Context: an optimization exercise on an open-source flow, tuned for small area, a short achievable clock period and few clock cycles per item. The choices shown serve that exercise and are no tape-out recipe.
Only simulation tests tie the RTL to the original design; equivalence was not proved.
Power and IR drop assume default switching activity.

==> flow/design.v (excerpt) <==
module ex_stage
#(
  parameter int unsigned WIDTH = 32
) (
  input  logic             clk,
  input  logic             rst,
  input  logic             in_valid,
  output logic             in_ready,
  input  logic [3:0]       operation,
  input  logic [WIDTH-1:0] op_a,
  input  logic [WIDTH-1:0] op_b,
  input  logic [4:0]       shamt,
  input  logic [4:0]       rd,
  input  logic             reg_write,
  input  logic             stall_in,
  input  logic             flush,
  output logic             out_valid,
  output logic [WIDTH-1:0] result,
  output logic             zero,
  output logic [4:0]       out_rd,
  output logic             out_reg_write,
  output logic             busy
);
clock: 10.0 ns
lec_check: 0
abc_area: 1
abc_clock_period_in_ps: 4000
cap_margin: 20
core_margin: 2
core_utilization: 40
setup_slack_margin: 5
slew_margin: 20
synth_hierarchical: 1
standard.sh (not shown) runs the stock make flow with config.mk's settings and CLKGATE_MAP_FILE= SYNTH_SCRIPT=/design/flow/synth_recipe.tcl, a recipe that flattens the netlist after the stock synthesis.
==> flow/flow/run.sh <==
#!/bin/bash
# The standard layout; the port buffers use the smallest buffer cell
# (every input and output port still gets its own buffer).
set -euo pipefail
bash standard.sh "BUFFER_PORTS_ARGS=-buffer_cell sky130_fd_sc_hd__buf_1" finish > flow_make.log 2>&1
The starting point finished with timing, DRC and antenna clean.
Testbench counts at the start, summed over its fixed seeds: cycles 13,329, items 12,000.
Rerun with:
ABC_CLOCK_PERIOD_IN_PS = not set   (was 4000)
CTS_BUF_LIST = sky130_fd_sc_hd__clkbuf_8   (was not set)
CTS_CLUSTER_DIAMETER = 80   (was not set)
CTS_CLUSTER_SIZE = 40   (was not set)
Global-route usage is about the same.
Design area decreases slightly.
Worst setup slack loses 0.030 ns.
Wire length stays flat.
Rerun with:
CTS_CLUSTER_DIAMETER = not set   (was 80)
CTS_CLUSTER_SIZE = not set   (was 40)
- The changed run produced a clean layout
- total power is unchanged
- worst hold slack does not change
- clock power is about the same
- cell area does not change
- clock-buffer cell count stays the same

---

ex_stage, a different RTL version from the one above (not shown whole).
Size in the first run: about 2400 cells after synthesis, about 130 I/O pins, ~0.020 mm² of cells after synthesis.
==> flow/config.mk <==
export PLATFORM = sky130hd
export DESIGN_NAME = ex_stage
export DESIGN_NICKNAME = ex_stage
export VERILOG_FILES = /design/flow/design.v
export SDC_FILE = /design/flow/constraint.sdc
export NUM_CORES = 4
export LEC_CHECK = 0
export ABC_AREA = 1
export CAP_MARGIN = 20
export CORE_MARGIN = 2
export CORE_UTILIZATION = 40
export CTS_BUF_LIST = sky130_fd_sc_hd__clkbuf_8
export PLACE_DENSITY = 0.72
export SLEW_MARGIN = 20
export SYNTH_HIERARCHICAL = 1
==> flow/constraint.sdc <==
create_clock -name core_clock -period 10.0 [get_ports {clk}]
set_input_delay 2.0000 -clock core_clock [delete_from_list [all_inputs] [get_ports {clk}]]
set_output_delay 2.0000 -clock core_clock [all_outputs]
set_load 0.01 [all_outputs]
==> flow/flow/run.sh <==
#!/bin/bash
# The standard layout; the port buffers use the smallest buffer cell
# (every input and output port still gets its own buffer).
set -euo pipefail
bash standard.sh SETUP_SLACK_MARGIN=5.25 "BUFFER_PORTS_ARGS=-buffer_cell sky130_fd_sc_hd__buf_1" finish > flow_make.log 2>&1
Testbench counts at the start, summed over its fixed seeds: cycles 13,329, items 12,000.
==> next run, changes <==
==> flow/flow/run.sh (replaced) <==
#!/bin/bash
# The standard layout; the port buffers use the smallest buffer cell
# (every input and output port still gets its own buffer).
set -euo pipefail
bash standard.sh "BUFFER_PORTS_ARGS=-buffer_cell sky130_fd_sc_hd__buf_1" finish > flow_make.log 2>&1
--- a/flow/config.mk
+++ b/flow/config.mk
@@ -13,2 +13,3 @@
 export PLACE_DENSITY = 0.72
+export SETUP_SLACK_MARGIN = 5
 export SLEW_MARGIN = 20
What happened: Fmax decreases by 3.4%. Synthesized cell count is unchanged. Total power decreases by 2.9%. Routed wire length decreases by 2.3%. Setup slack degrades by 0.17 ns. Combinational power decreases by 3.4%. Via count decreases by 2.7%.
==> next run, changes <==
==> flow/flow/run.sh (replaced) <==
#!/bin/bash
# The standard layout; the port buffers use the smallest buffer cell
# (every input and output port still gets its own buffer).
set -euo pipefail
bash standard.sh SETUP_SLACK_MARGIN=5.5 "BUFFER_PORTS_ARGS=-buffer_cell sky130_fd_sc_hd__buf_1" finish > flow_make.log 2>&1
--- a/flow/config.mk
+++ b/flow/config.mk
@@ -13,3 +13,2 @@
 export PLACE_DENSITY = 0.72
-export SETUP_SLACK_MARGIN = 5
 export SLEW_MARGIN = 20
Fmax climbs by 9.3%.
Setup slack gains 0.42 ns.
Routed wire length is higher by 8.3%.
Cell area is higher by about 12%.
Global-route usage rises by 1.8 points.
Sequential power hardly moves.
Hold slack hardly moves.

[what the ideal ports hide]
How much do the figures lean on ideal ports? The routed layouts below were timed once more, with nothing changed but the port constraints. Step 1, drivers: a clkbuf_16 drives clk and a buf_2 each remaining input, both assumed. Step 2 moves the port delays by t, midway between the first and last clock arrival at a register: inputs arrive t later, outputs are due t later. That takes back most of the time a late clock gives input paths. Slacks: ideal ports / drivers / drivers and shift; pairs: ideal ports / drivers.
run	t, ns	slack for setup (ns)	worst setup path at the end	cell pins on the clock port's net
the first run of note 1	0.510	5.012 / 5.012 / 4.671	input to register	1
the second run of note 1	0.554	4.982 / 4.982 / 4.710	input to register	1
the third run of note 1	0.554	4.982 / 4.982 / 4.710	input to register	1
the first run of note 2	0.544	5.249 / 5.222 / 4.911	input to register	1
the second run of note 2	0.541	5.080 / 5.055 / 4.743	input to register	1
the third run of note 2	0.574	5.499 / 5.450 / 5.038	input to register	1
After both steps setup and hold are still met in every run listed. For the third run of note 2, which loses most, drivers alone change the setup slack by -0.049 ns; drivers and shift together by -0.461 ns.
